From an optimization exercise on the open Yosys and OpenROAD flow, aimed at small area and a short achievable clock period; shortcuts taken in it are not production practice.
Function was checked by simulation only, so behaviour that the tests miss may differ from the original.
Power figures rest on the tool's default switching activity, not on a simulated workload.

== v47 ==
Design apb_adv_timer_top, start of the top module:
module apb_adv_timer_top #(
   parameter int NUM_TIMERS = 4
) (
   input  logic                    clk_i,
   input  logic                    reset_i,
   input  logic                    psel_i,
   input  logic                    penable_i,
   input  logic                    pwrite_i,
   input  timer_pkg::addr_t        paddr_i,
   input  timer_pkg::data_t        pwdata_i,
   output timer_pkg::data_t        prdata_o,
   output logic                    pslverr_o,
   output logic [2*NUM_TIMERS-1:0] pwm_o,     
   output logic [NUM_TIMERS-1:0]   events_o
);
   logic [NUM_TIMERS*8-1:0]  presc;
   logic [NUM_TIMERS-1:0]    saw;
   logic [NUM_TIMERS*16-1:0] cstart, cend, comp0, comp1, count_nxt;
   logic [NUM_TIMERS*3-1:0]  op0, op1;
   logic [NUM_TIMERS*4-1:0]  cmd;
   logic [NUM_TIMERS-1:0]    tmr_end;
   logic                     rst_dly_q;
   always_ff @(posedge clk_i) rst_dly_q <= reset_i;
   apb_timer_regs #(
      .NUM_TIMERS (NUM_TIMERS)
   ) u_regs (
      .clk_i       (clk_i),
      .reset_i     (reset_i),
      .psel_i      (psel_i),
      .penable_i   (penable_i),
      .pwrite_i    (pwrite_i),
      .paddr_i     (paddr_i),
      .pwdata_i    (pwdata_i),
      .prdata_o    (prdata_o),
      .pslverr_o   (pslverr_o),
      .presc_o     (presc),
      .saw_o       (saw),
      .start_o     (cstart),
      .end_o       (cend),
      .comp0_o     (comp0),
      .op0_o       (op0),
      .comp1_o     (comp1),
      .op1_o       (op1),
      .cmd_o       (cmd),
      .count_nxt_i (count_nxt),
      .end_i       (tmr_end),
      .events_o    (events_o)
   );
   for (genvar i = 0; i < NUM_TIMERS; i++) begin : gen_timer
      adv_timer u_tim (
         .clk_i       (clk_i),
         .reset_i     (reset_i),
         .rst_dly_i   (rst_dly_q),
         .presc_i     (presc[8*i +: 8]),
         .saw_i       (saw[i]),
         .start_i     (cstart[16*i +: 16]),
         .end_i       (cend[16*i +: 16]),
         .comp0_i     (comp0[16*i +: 16]),
  ...
Size in the first run: roughly 3000 cells after synthesis.
export LEC_CHECK = 0
export CAP_MARGIN = 20
export CORE_MARGIN = 2
export CORE_UTILIZATION = 60
export SETUP_SLACK_MARGIN = 4.0
export SLEW_MARGIN = 20
create_clock -name core_clock -period 7.0 [get_ports {clk_i}]
run.sh (not shown) runs the stock make flow with config.mk's settings and CLKGATE_MAP_FILE= SYNTH_SCRIPT=/design/flow/synth_recipe.tcl, a recipe that flattens the netlist after the stock synthesis.
[inputs] v27 vs v47
Settings: ABC_AREA newly set to 1; CTS_CLUSTER_SIZE newly set to 25; SETUP_SLACK_MARGIN changed from 4.0 to 4.5; CTS_CLUSTER_DIAMETER newly set to 100.
## What came out
The lower non-clock buffer count came out of v47. Looking at cell count, v27 sits 1650 above v47. Compared v27 vs v47, and static leakage is up in v27. Relative to v47, v27 improves max-slew headroom at the worst pin. v27 vs v47, leading cell type in the layout, fill and taps excluded: nand2_1 vs edfxtp_1.
Setup changes, v27 to v45
Settings: changing CTS_CLUSTER_SIZE from 25 to 30; removing ABC_AREA (formerly 1); changing SETUP_SLACK_MARGIN from 4.5 to 4.4.
--- outcome ---
Final cell count without fillers: higher on v27. v27 vs v45, most common cell after layout, fill and taps aside: nand2_1 vs edfxtp_1. v45: minimum setup slack in the final design is 0.19 ns lower than what v27 reported. Total number of vias (v27 / v45): 1.2.
The inputs of v4 differ from those of v45 as listed below.
Settings: CTS_CLUSTER_SIZE now 25, was 30; ABC_AREA now 1, previously not set.
==> comparison <==
v45 leaves less setup margin than v4.
Number of antenna violations at the first check in global routing delta for v4 relative to v45: 3 higher
Re count of plain and timing-repair buffers: v45 was higher than v4.
The post-CTS setup buffer count in v4 is 0.68 times that in v45.
The endpoint of the worst setup timing path comes out gen_timer[0].u_tim.at_end_q in one run and gen_timer[1].u_tim.tick_q in the other, namely in v45 and v4 respectively.
v4: number of inserted diodes 7 above v45
Delta (v4 minus v45): total core area moved up, peak clock frequency supported by timing moved up.
> inputs changed (v4 -> v17)
Settings: ABC_AREA removed (was 1); TNS_END_PERCENT newly set to 5.
## What came out
Comparing v4 and v17, the lower synthesized area divided by synthesized cell count is on v4. Comparing v4 and v17, the lower slack of the critical path was measured on v17. Between v17 and v4, the clock-pin slew of the registers on the worst-case setup and hold paths figures differ only marginally. Peak fanout along the critical path up 5 in v17 wrt v4. Looking only at share of the cycle needed by the critical path after routing, and setting everything else aside, the higher value of v4 and v17 goes to v17. NOTE placed wire-length estimate v4->v17 decreased by a few percent. More vias were needed by v4 than by v17.

-- re-timing with driven ports --
In the flow no input, the clock included, has a driving cell. The finished layouts below were timed again as built, in two steps. Step 1 assumes that a clkbuf_16 drives the clock port and a buf_2 every other input. Step 2 adds t to the input delays and takes it off the output delays; t is the mean of the earliest and latest rising clock arrival at the registers after step 1. Input paths then give back, and output paths get back, about the clock's delay inside the block. Slacks: no drivers / after step 1 / after step 2; pairs: no drivers / after step 1.
run | shift t [ns] | slack for setup (ns) | worst setup path at the end | worst slew at a driven data input, ns | cell pins on the clock port's net
v47 | 0.694 | 3.925 / 3.925 / 3.322 | input to register | 0.04 | 1
v27 | 0.688 | 4.305 / 4.305 / 3.809 | input to register | 0.06 | 1
v45 | 0.663 | 4.119 / 4.119 / 3.611 | input to register | 0.16 | 1
v4 | 0.683 | 4.184 / 4.184 / 3.598 | input to register | 0.05 | 1
v17 | 0.667 | 3.904 / 3.904 / 3.543 | input to register | 0.06 | 1
After both steps every run listed still meets setup and hold. For v47, which loses most, drivers alone change the setup slack by 0.000 ns; drivers and shift together by -0.603 ns.
